Source: an optimization exercise on an open RTL-to-GDS flow (aim: small area, a short achievable clock period and few clock cycles per item). Production flows keep margins and buffers that such runs may drop.
In this exercise RTL edits were held to simulation tests only and were not proved equivalent to the original.

== try-xenon ==
Design dft_stage, start of the top module:
module dft_stage (
    input  logic          clk_i,
    input  logic          rst_n_i,
    input  logic          in_valid_i,
    input  logic [127:0]  in_group_i,
    input  logic [79:0]   twiddles_i,
    output logic          in_credit_o,
    output logic          out_valid_o,
    output logic [127:0]  out_group_o,
    input  logic          out_credit_i
);
Size: about 6200 cells after synthesis, about 1200 flip-flops, ~340 I/O pins, ~71000 um2 of cells after synthesis.
==> flow/config.mk <==
export PLATFORM = sky130hd
export DESIGN_NAME = dft_stage
export DESIGN_NICKNAME = dft_stage
export VERILOG_FILES = /design/flow/design.v
export SDC_FILE = /design/flow/constraint.sdc
export NUM_CORES = 4
export LEC_CHECK = 0
export CAP_MARGIN = 20
export CORE_MARGIN = 2
export CORE_UTILIZATION = 60
export SLEW_MARGIN = 20
==> flow/constraint.sdc <==
create_clock -name core_clock -period 10.0 [get_ports {clk_i}]
set_input_delay 2.0000 -clock core_clock [delete_from_list [all_inputs] [get_ports {clk_i}]]
set_output_delay 2.0000 -clock core_clock [all_outputs]
set_load 0.01 [all_outputs]
standard.sh (not shown) runs the stock make flow with config.mk's settings and CLKGATE_MAP_FILE= SYNTH_SCRIPT=/design/flow/synth_recipe.tcl, a recipe that flattens the netlist after the stock synthesis.
==> flow/flow/run.sh <==
#!/bin/bash
set -euo pipefail
MARGIN=6.6
content=$(<standard.sh)
needle='"${@:-finish}"'
repl="SETUP_SLACK_MARGIN=$MARGIN 'BUFFER_PORTS_ARGS=-buffer_cell sky130_fd_sc_hd__buf_2' \"\${@:-finish}\""
printf '%s\n' "${content/"$needle"/$repl}" > standard_margin.sh
grep -q "SETUP_SLACK_MARGIN=$MARGIN 'BUFFER_PORTS_ARGS" standard_margin.sh
bash standard_margin.sh finish > flow.log 2>&1
Testbench counts of try-xenon, summed over its fixed seeds: cycles 2,088, items 2,048.
Input-level comparison between try-lagoon and try-xenon:
-- flow/flow/run.sh --
<<< try-xenon, line 1
#!/bin/bash
set -euo pipefail
MARGIN=6.6
content=$(<standard.sh)
needle='"${@:-finish}"'
>>> try-lagoon, line 1
#!/bin/bash
set -euo pipefail
MARGIN=6.75
content=$(<standard.sh)
needle='"${@:-finish}"'
==> run summary <==
Any difference in netlist area before placement between try-xenon and try-lagoon is small enough to ignore. Diff try-xenon -> try-lagoon | clock buffer instance count of the final layout | up by more than 10%. Diff try-xenon -> try-lagoon: detailed-route via count rose about 1%; final core utilization rose 1.4 points; register-to-register slack fell 0.06 ns. try-lagoon against try-xenon: filler cell count in the final layout lost 284; final area picked up an extra 1700 um2; area overhead of the layout relative to synthesis picked up an extra 2.4 points.
### try-lagoon -> try-willow
==> flow/flow/run.sh <==
#!/bin/bash
set -euo pipefail
MARGIN=6.6
sed 's|"\${@:-finish}"|SETUP_SLACK_MARGIN='"$MARGIN"' "${@:-finish}"|' standard.sh > standard_margin.sh
grep -q "SETUP_SLACK_MARGIN=$MARGIN" standard_margin.sh
bash standard_margin.sh finish > flow.log 2>&1
Notes after the runs:
- Summary — via count of the first global-routing pass, try-willow relative to try-lagoon: higher, by 187.
- | wire length on met1 | try-willow vs try-lagoon | 1.2 mm lower |
- Comparing try-willow with try-lagoon, the final standard cell area without fillers came out essentially unchanged.
- Looking at overall track demand over capacity in global routing across try-willow and try-lagoon, the one that comes out lower is try-willow.
### try-willow -> try-tundra
==> flow/flow/run.sh <==
#!/bin/bash
set -euo pipefail
MARGIN=6.5
content=$(<standard.sh)
needle='"${@:-finish}"'
repl="SETUP_SLACK_MARGIN=$MARGIN 'BUFFER_PORTS_ARGS=-buffer_cell sky130_fd_sc_hd__buf_2' \"\${@:-finish}\""
printf '%s\n' "${content/"$needle"/$repl}" > standard_margin.sh
grep -q "SETUP_SLACK_MARGIN=$MARGIN 'BUFFER_PORTS_ARGS" standard_margin.sh
bash standard_margin.sh finish > flow.log 2>&1
## What came out
try-tundra vs. try-willow: global-route usage went down 0.15 points. On setup slack, try-tundra does worse than try-willow. Count of inserted antenna diode cells: try-tundra vs try-willow up 12. Against try-willow, try-tundra reports a wire length that is lower. Min number of logic stages on the critical path including buffering across try-tundra and try-willow: try-willow. try-tundra does better than try-willow on design area.

==> re-timing with driven ports <==
In the flow no input, the clock included, has a driving cell. The finished layouts below were timed again as built, in two steps.
Step 1: set_driving_cell puts a clkbuf_16 on clk_i and a buf_2 on each other input, an assumption about the parent block.
Step 2 moves the port delays by t, midway between the first and last clock arrival at a register: inputs arrive t later, outputs are due t later. That takes back most of the time a late clock gives input paths.
Slacks: no drivers / after step 1 / after step 2; pairs: no drivers / after step 1.
run	shift t [ns]	setup slack, ns	worst register clock-pin slew, ns
try-xenon	0.834	6.572 / 6.498 / 5.983	0.07 / 0.07
try-lagoon	0.846	6.567 / 6.486 / 6.025	0.07 / 0.07
try-willow	0.827	6.579 / 6.498 / 6.028	0.07 / 0.07
try-tundra	0.831	6.528 / 6.491 / 5.990	0.07 / 0.07
After both steps every run listed still meets setup and hold. The setup slack of try-xenon, which loses most, moves by -0.074 ns with the drivers and by -0.589 ns with both steps.
